This is an optimization exercise on Yosys and OpenROAD, whose aim is small area, a short achievable clock period and few clock cycles per item, not a production implementation. At most, simulation tests tie the RTL to the original design; equivalence was not proved.

## epoch_seconds_to_calendar_top
module epoch_seconds_to_calendar_top (
  input  wire logic        clk,
  input  wire logic        rst,
  input  wire logic        din_valid,
  output wire logic        din_ready,
  input  wire logic [31:0] din_epoch_seconds,
  output wire logic        dout_valid,
  input  wire logic        dout_ready,
  output wire logic [5:0]  dout_second_of_minute,
  output wire logic [5:0]  dout_minute_of_hour,
  output wire logic [4:0]  dout_hour_of_day,
  output wire logic [2:0]  dout_weekday,
  output wire logic [7:0]  dout_year_offset,
  output wire logic [3:0]  dout_month_number,
  output wire logic [4:0]  dout_day_of_month
);
Size in the first run: roughly 1400 cells after synthesis, roughly 75 I/O pins, ~15000 um2 of cells after synthesis.
Settings: LEC_CHECK=0, CAP_MARGIN=20, CORE_MARGIN=2, CORE_UTILIZATION=40, SLEW_MARGIN=20; clock period 11.0 ns.
run.sh (not shown) runs the stock make flow with config.mk's settings and CLKGATE_MAP_FILE= SYNTH_SCRIPT=/design/flow/synth_recipe.tcl, a recipe that flattens the netlist after the stock synthesis.
Change:
Settings changed: ABC_CLOCK_PERIOD_IN_PS set to 5000, SETUP_SLACK_MARGIN set to 5.
After rerunning:
- non-clock buffer count climbs by 84
- register-to-register slack gains 1.5 ns
- hold slack gains 0.0036 ns
- maximum frequency climbs by 14%
- worst setup slack gains 0.94 ns
- critical path depth climbs by 1
- utilization climbs by 3.1 points
No functional check of the RTL was part of any run of this note.

* * *

build 65:
epoch_seconds_to_calendar_top, a different RTL version from the one above (not shown whole).
Size: roughly 120 flip-flops, roughly 75 I/O pins, about 0.014 mm² of cells after synthesis.
Settings: LEC_CHECK=0, CAP_MARGIN=20, CORE_MARGIN=2, CORE_UTILIZATION=40, SLEW_MARGIN=20; clock period 11.0 ns.
standard.sh (not shown) runs the stock make flow with config.mk's settings and CLKGATE_MAP_FILE= SYNTH_SCRIPT=/design/flow/synth_recipe.tcl, a recipe that flattens the netlist after the stock synthesis.
==> flow/flow/run.sh <==
#!/bin/bash
# The standard layout (the standard.sh: ORFS synthesis through finish) with timing repair
# aimed at 5 ns of setup slack, and the port buffers made with buf_2 cells.
set -euo pipefail
bash standard.sh SETUP_SLACK_MARGIN=5 'BUFFER_PORTS_ARGS=-buffer_cell sky130_fd_sc_hd__buf_2' finish > standard_finish.log 2>&1
Testbench counts of build 65, summed over its fixed seeds: cycles 8,024, items 8,000.
Input changes introduced in build 64 (baseline for comparison: build 65):
# build 65
export LEC_CHECK = 0
export CAP_MARGIN = 20
export CORE_MARGIN = 2
export CORE_UTILIZATION = 40
export SLEW_MARGIN = 20
create_clock -name core_clock -period 11.0 [get_ports {clk}]
# build 64
export LEC_CHECK = 0
export CAP_MARGIN = 20
export CORE_MARGIN = 2
export CORE_UTILIZATION = 40
export CTS_CLUSTER_DIAMETER = 150
export CTS_CLUSTER_SIZE = 40
export SETUP_SLACK_MARGIN = 5
export SLEW_MARGIN = 20
create_clock -name core_clock -period 11.0 [get_ports {clk}]
==> flow/run.sh (new file) <==
#!/bin/bash
# synth_recipe.tcl (not shown) runs the flow's synth.tcl, then flattens the netlist and writes it again
# the make line also repeats each setting of config.mk as NAME=value (left out here)
make -C /OpenROAD-flow-scripts/flow DESIGN_CONFIG=/design/flow/config.mk WORK_HOME=/design/flow/orfs CLKGATE_MAP_FILE= SYNTH_SCRIPT=/design/flow/synth_recipe.tcl finish
removed: flow/flow/run.sh
removed: flow/standard.sh
## What came out
[compare] base=build 65 new=build 64: via count went down about 1.5%, global routing met1 resource utilization went up 0.95 points, maximum cell stage delay along the critical path went down 40 ps, sum of routed wire length over all layers went down about 2.3%, clock tree cell share of total cell area held.
Edits applied to the flow inputs when going from build 64 to build 61:
# build 64
export LEC_CHECK = 0
export CAP_MARGIN = 20
export CORE_MARGIN = 2
export CORE_UTILIZATION = 40
export CTS_CLUSTER_DIAMETER = 150
export CTS_CLUSTER_SIZE = 40
export SETUP_SLACK_MARGIN = 5
export SLEW_MARGIN = 20
create_clock -name core_clock -period 11.0 [get_ports {clk}]
# build 61
export LEC_CHECK = 0
export CAP_MARGIN = 20
export CORE_MARGIN = 2
export CORE_UTILIZATION = 40
export SLEW_MARGIN = 20
create_clock -name core_clock -period 11.0 [get_ports {clk}]
==> flow/flow/run.sh (new file) <==
#!/bin/bash
# The standard layout (the standard.sh: ORFS synthesis through finish) with timing repair
# aimed at 5.5 ns of setup slack, and the port buffers made with buf_1 cells.
set -euo pipefail
bash standard.sh SETUP_SLACK_MARGIN=5.5 'BUFFER_PORTS_ARGS=-buffer_cell sky130_fd_sc_hd__buf_1' finish > standard_finish.log 2>&1
==> flow/standard.sh (new file) <==
#!/bin/bash
# synth_recipe.tcl (not shown) runs the flow's synth.tcl, then flattens the netlist and writes it again
# the make line also repeats each setting of config.mk as NAME=value (left out here)
make -C /OpenROAD-flow-scripts/flow DESIGN_CONFIG=/design/flow/config.mk WORK_HOME=/design/flow/orfs CLKGATE_MAP_FILE= SYNTH_SCRIPT=/design/flow/synth_recipe.tcl "${@:-finish}"
removed: flow/run.sh
## What came out
- Taking build 64 as the reference, in build 61 cell count increased 1.6%; standard cell area after detailed placement decreased 360 µm²; smallest hold slack essentially unchanged; final non-filler cell area decreased 0.43%.
- Comparing build 64 and build 61, met2 track demand over resource is lower on build 64.
- Re cell depth of the worst setup path: build 64 and build 61 aren't equal, and the lower value belongs to build 64.
Setup changes, build 61 to build 2
# build 61
export LEC_CHECK = 0
export CAP_MARGIN = 20
export CORE_MARGIN = 2
export CORE_UTILIZATION = 40
export SLEW_MARGIN = 20
create_clock -name core_clock -period 11.0 [get_ports {clk}]
# build 2
export LEC_CHECK = 0
export CAP_MARGIN = 20
export CORE_MARGIN = 2
export CORE_UTILIZATION = 40
export SETUP_SLACK_MARGIN = 4.0
export SLEW_MARGIN = 20
create_clock -name core_clock -period 11.0 [get_ports {clk}]
==> flow/run.sh (new file) <==
#!/bin/bash
# synth_recipe.tcl (not shown) runs the flow's synth.tcl, then flattens the netlist and writes it again
# the make line also repeats each setting of config.mk as NAME=value (left out here)
make -C /OpenROAD-flow-scripts/flow DESIGN_CONFIG=/design/flow/config.mk WORK_HOME=/design/flow/orfs CLKGATE_MAP_FILE= SYNTH_SCRIPT=/design/flow/synth_recipe.tcl finish
removed: flow/flow/run.sh
removed: flow/standard.sh
## What came out
Build 2 vs build 61, instance count: build 2 lower
On required time of the critical path, build 2 and build 61 are neck and neck.
Row detailed route wirelength on metal2: build 2 lower / build 61 higher
The sum of buffers and inverters on the critical path of build 2 falls short of that of build 61 by 2.
Compared with build 61, in build 2 routed wire length shows a reduction of about 10%, wire length of the first global-routing pass shows a reduction of 4900 µm.

## afterwards: timing with drivers on the ports
In the flow no input, the clock included, has a driving cell. The finished layouts below were timed again as built, in two steps.
Step 1 assumes that a clkbuf_16 drives the clock port and a buf_2 every other input.
Step 2 moves the port delays by t, midway between the first and last clock arrival at a register: inputs arrive t later, outputs are due t later. That takes back most of the time a late clock gives input paths.
a / b / c = ideal / step 1 / step 2; a / b = the first two.
| run | shift t [ns] | setup slack, ns | clock arrival spread, ns | worst data-port slew with drivers (ns) |
|---|---|---|---|---|
| the first run of note 1 | 0.490 | 3.576 / 3.604 / 3.114 | 0.013 / 0.013 | 0.04 |
| the second run of note 1 | 0.488 | 4.514 / 4.501 / 4.013 | 0.011 / 0.010 | 0.07 |
| build 65 | 0.479 | 4.742 / 4.742 / 4.508 | 0.013 / 0.013 | 0.06 |
| build 64 | 0.485 | 4.915 / 4.915 / 4.616 | 0.016 / 0.016 | 0.06 |
| build 61 | 0.486 | 4.834 / 4.834 / 4.708 | 0.014 / 0.014 | 0.05 |
| build 2 | 0.488 | 4.398 / 4.421 / 3.933 | 0.009 / 0.009 | 0.07 |
After both steps every run listed still meets setup and hold. The setup slack of the second run of note 1, which loses most, moves by -0.013 ns with the drivers and by -0.501 ns with both steps.
